Context: an optimization exercise on an open-source flow, tuned for small area, a short achievable clock period and few clock cycles per item. The choices shown serve that exercise and are no tape-out recipe. Only simulation tests tie the RTL to the original design; equivalence was not proved.

build 1:
// ntt_butterfly
module ntt_butterfly (
  input  logic        clk,
  input  logic        rst,
  input  logic        in_valid,
  output logic        in_ready,
  input  logic        in_mode,
  input  logic [11:0] in_a,
  input  logic [11:0] in_b,
  input  logic [11:0] in_zeta,
  input  logic [7:0]  in_idx,
  output logic        out_valid,
  input  logic        out_ready,
  output logic [11:0] out_a,
  output logic [11:0] out_b,
  output logic [7:0]  out_idx,
  output logic        busy
);
Size: roughly 1600 cells after synthesis, roughly 130 flip-flops, roughly 84 I/O pins, roughly 15000 um2 of cells after synthesis.
clock: 14.0 ns
lec_check: 0
cap_margin: 20
core_margin: 2
core_utilization: 40
slew_margin: 20
run.sh (not shown) runs the stock make flow with config.mk's settings and CLKGATE_MAP_FILE= SYNTH_SCRIPT=/design/flow/synth_recipe.tcl, a recipe that flattens the netlist after the stock synthesis.
Testbench counts of build 1, summed over its fixed seeds: cycles 16,024, items 16,000.
--- input diff build 1..build 45 ---
==> flow/flow/run.sh (new file) <==
#!/bin/bash
# Standard layout, with the port buffers made from buf_2 cells instead of
# the flow's default choice (a slow delay buffer).
bash standard.sh "BUFFER_PORTS_ARGS=-buffer_cell sky130_fd_sc_hd__buf_2" finish > standard.log 2>&1
==> flow/standard.sh (new file) <==
#!/bin/bash
# synth_recipe.tcl (not shown) runs the flow's synth.tcl, then flattens the netlist and writes it again
# the make line also repeats each setting of config.mk as NAME=value (left out here)
make -C /OpenROAD-flow-scripts/flow DESIGN_CONFIG=/design/flow/config.mk WORK_HOME=/design/flow/orfs CLKGATE_MAP_FILE= SYNTH_SCRIPT=/design/flow/synth_recipe.tcl "${@:-finish}"
removed: flow/run.sh
### Flow results
- There was hardly any difference in worst reg-to-reg setup slack between build 1 and build 45.
- Compare build 1 and build 45 | maximum frequency higher: build 45
- Sort build 1 and build 45 by sequential share of layout area, ascending, and build 1 comes first.
Modified inputs, build 2 compared to build 45
==> flow/flow/run.sh <==
#!/bin/bash
# Standard layout, with the port buffers made from buf_2 cells instead of
# the flow's default choice (a slow delay buffer), and timing repair aiming
# for a 6.4 ns critical path (setup margin 7.6 ns against the 14 ns clock).
bash standard.sh "BUFFER_PORTS_ARGS=-buffer_cell sky130_fd_sc_hd__buf_2" SETUP_SLACK_MARGIN=7.6 finish > standard.log 2>&1
--- outcome ---
- Delta (build 2 minus build 45): total die area stayed essentially flat; final cell count without fillers rose by 10; signed area change from the synthesized netlist to the final layout rose by 1.5 points; fraction of final layout cells with drive strength greater than 1 rose by 2.2 points.

========
ntt_butterfly, a different RTL version from the one above (not shown whole).
For scale: about 84 I/O pins, about 14000 sq um of cells after synthesis.
## ntt_butterfly
module ntt_butterfly (
  input  logic        clk,
  input  logic        rst,
  input  logic        in_valid,
  output logic        in_ready,
  input  logic        in_mode,
  input  logic [11:0] in_a,
  input  logic [11:0] in_b,
  input  logic [11:0] in_zeta,
  input  logic [7:0]  in_idx,
  output logic        out_valid,
  input  logic        out_ready,
  output logic [11:0] out_a,
  output logic [11:0] out_b,
  output logic [7:0]  out_idx,
  output logic        busy
);
Settings: LEC_CHECK=0, CAP_MARGIN=20, CORE_MARGIN=2, CORE_UTILIZATION=40, SLEW_MARGIN=20; clock period 14.0 ns.
standard.sh (not shown) runs the stock make flow with config.mk's settings and CLKGATE_MAP_FILE= SYNTH_SCRIPT=/design/flow/synth_recipe.tcl, a recipe that flattens the netlist after the stock synthesis.
==> flow/flow/run.sh <==
#!/bin/bash
# Standard layout with four changes to how it is made:
#  - port buffers are buf_2 cells instead of the flow's default choice (a
#    slow delay buffer);
#  - timing repair aims for a 6.1 ns critical path (setup margin 7.9 ns
#    against the 14 ns clock);
#  - the clock tree is built from clkbuf_8 cells;
#  - after the standard synthesis, invopt4.py picks the polarity of the
#    adder cells (a full adder is self-dual; a half adder is rebuilt as an
#    XOR/XNOR and an AND-type gate when that helps) and of gates that have a
#    complementary twin (AND/NAND, AOI/AO, ...) to drop the inverters Yosys
#    leaves between them; the netlist keeps the same function, registers
#    and ports.
set -euo pipefail
ARGS=("BUFFER_PORTS_ARGS=-buffer_cell sky130_fd_sc_hd__buf_2" SETUP_SLACK_MARGIN=7.9 "CTS_BUF_LIST=sky130_fd_sc_hd__clkbuf_8")
R=$PWD/orfs/results/$FLOW_PLATFORM/ntt_butterfly/base
bash standard.sh "${ARGS[@]}" synth > synth.log 2>&1
cp $R/1_2_yosys.v 1_2_yosys_standard.v
python3 flow/invopt4.py 1_2_yosys_standard.v $R/1_2_yosys.v > invopt.log 2>&1
rm -f $R/1_synth.odb $R/1_synth.sdc
bash standard.sh "${ARGS[@]}" finish > standard.log 2>&1
Other scripts of this flow, unchanged in this note and not shown: flow/flow/invopt4.py
The starting point finished with timing, DRC and antenna clean.
Testbench counts at the start, summed over its fixed seeds: cycles 16,024, items 16,000.
==> next run, changes <==
--- a/flow/flow/run.sh
+++ b/flow/flow/run.sh
@@ -4,3 +4,3 @@
 #    slow delay buffer);
-#  - timing repair aims for a 6.1 ns critical path (setup margin 7.9 ns
+#  - timing repair aims for a 5.9 ns critical path (setup margin 8.1 ns
 #    against the 14 ns clock);
@@ -14,3 +14,3 @@
 set -euo pipefail
-ARGS=("BUFFER_PORTS_ARGS=-buffer_cell sky130_fd_sc_hd__buf_2" SETUP_SLACK_MARGIN=7.9 "CTS_BUF_LIST=sky130_fd_sc_hd__clkbuf_8")
+ARGS=("BUFFER_PORTS_ARGS=-buffer_cell sky130_fd_sc_hd__buf_2" SETUP_SLACK_MARGIN=8.1 "CTS_BUF_LIST=sky130_fd_sc_hd__clkbuf_8")
 R=$PWD/orfs/results/$FLOW_PLATFORM/ntt_butterfly/base
Result: The changed run finished with timing, DRC and antenna clean. Flip-flop and latch count does not change. First-iteration DRC count climbs by 6.1%. Core utilization went up by 1.3 points. Global-route usage grows by 0.21 points. Via count rose by 1.4%. Clock-buffer cell count does not change. Cell count climbs by 1.6%. Hold slack gets worse by 0.0073 ns. Area after synthesis stays the same.
==> next run, changes <==
--- a/flow/flow/run.sh
+++ b/flow/flow/run.sh
@@ -4,3 +4,3 @@
 #    slow delay buffer);
-#  - timing repair aims for a 5.9 ns critical path (setup margin 8.1 ns
+#  - timing repair aims for a 9 ns critical path (setup margin 5 ns
 #    against the 14 ns clock);
@@ -14,3 +14,3 @@
 set -euo pipefail
-ARGS=("BUFFER_PORTS_ARGS=-buffer_cell sky130_fd_sc_hd__buf_2" SETUP_SLACK_MARGIN=8.1 "CTS_BUF_LIST=sky130_fd_sc_hd__clkbuf_8")
+ARGS=("BUFFER_PORTS_ARGS=-buffer_cell sky130_fd_sc_hd__buf_2" SETUP_SLACK_MARGIN=5 "CTS_BUF_LIST=sky130_fd_sc_hd__clkbuf_8")
 R=$PWD/orfs/results/$FLOW_PLATFORM/ntt_butterfly/base
The new run completed with no timing, DRC or antenna violations.
Synthesized area is unchanged.
Critical path depth climbs by 14.
Sequential share of layout area rises by 1.0 points.
Global-route usage goes down by 0.38 points.
Count of clock-buffer cells in the layout does not change.
Design area drops by 4.0%.
Non-clock buffer count is lower by 39.
Register-to-register slack degrades by 0.70 ns.

==> what the ideal ports hide <==
No port has a modelled driver above. Below, the same layouts with a new extraction and two added sets of constraints.
Step 1 sets driving cells, clkbuf_16 on the clock port and buf_2 on the other inputs (assumed; they add their load-dependent delay and slew).
Step 2 times the ports against the registers' clock, not the clock port: input delays grow and output delays shrink by t, the midpoint of the rising clock arrivals with the driver on.
Three values: ideal, step 1, step 2; two values: the first two.
| run | t (ns) | setup WS [ns] | worst setup path after step 2 |
|---|---|---|---|
| build 1 | 0.486 | 7.073 / 7.051 / 7.051 | input to output |
| build 45 | 0.474 | 7.269 / 7.269 / 7.269 | register to register |
| build 2 | 0.472 | 7.629 / 7.629 / 7.629 | register to register |
| the first run of note 2 | 0.506 | 8.045 / 8.027 / 7.588 | input to register |
| the second run of note 2 | 0.518 | 8.059 / 8.024 / 7.742 | input to register |
| the third run of note 2 | 0.510 | 7.409 / 7.409 / 7.194 | input to register |
After both steps every run listed still meets setup and hold. The setup slack of the first run of note 2, which loses most, moves by -0.018 ns with the drivers and by -0.457 ns with both steps.
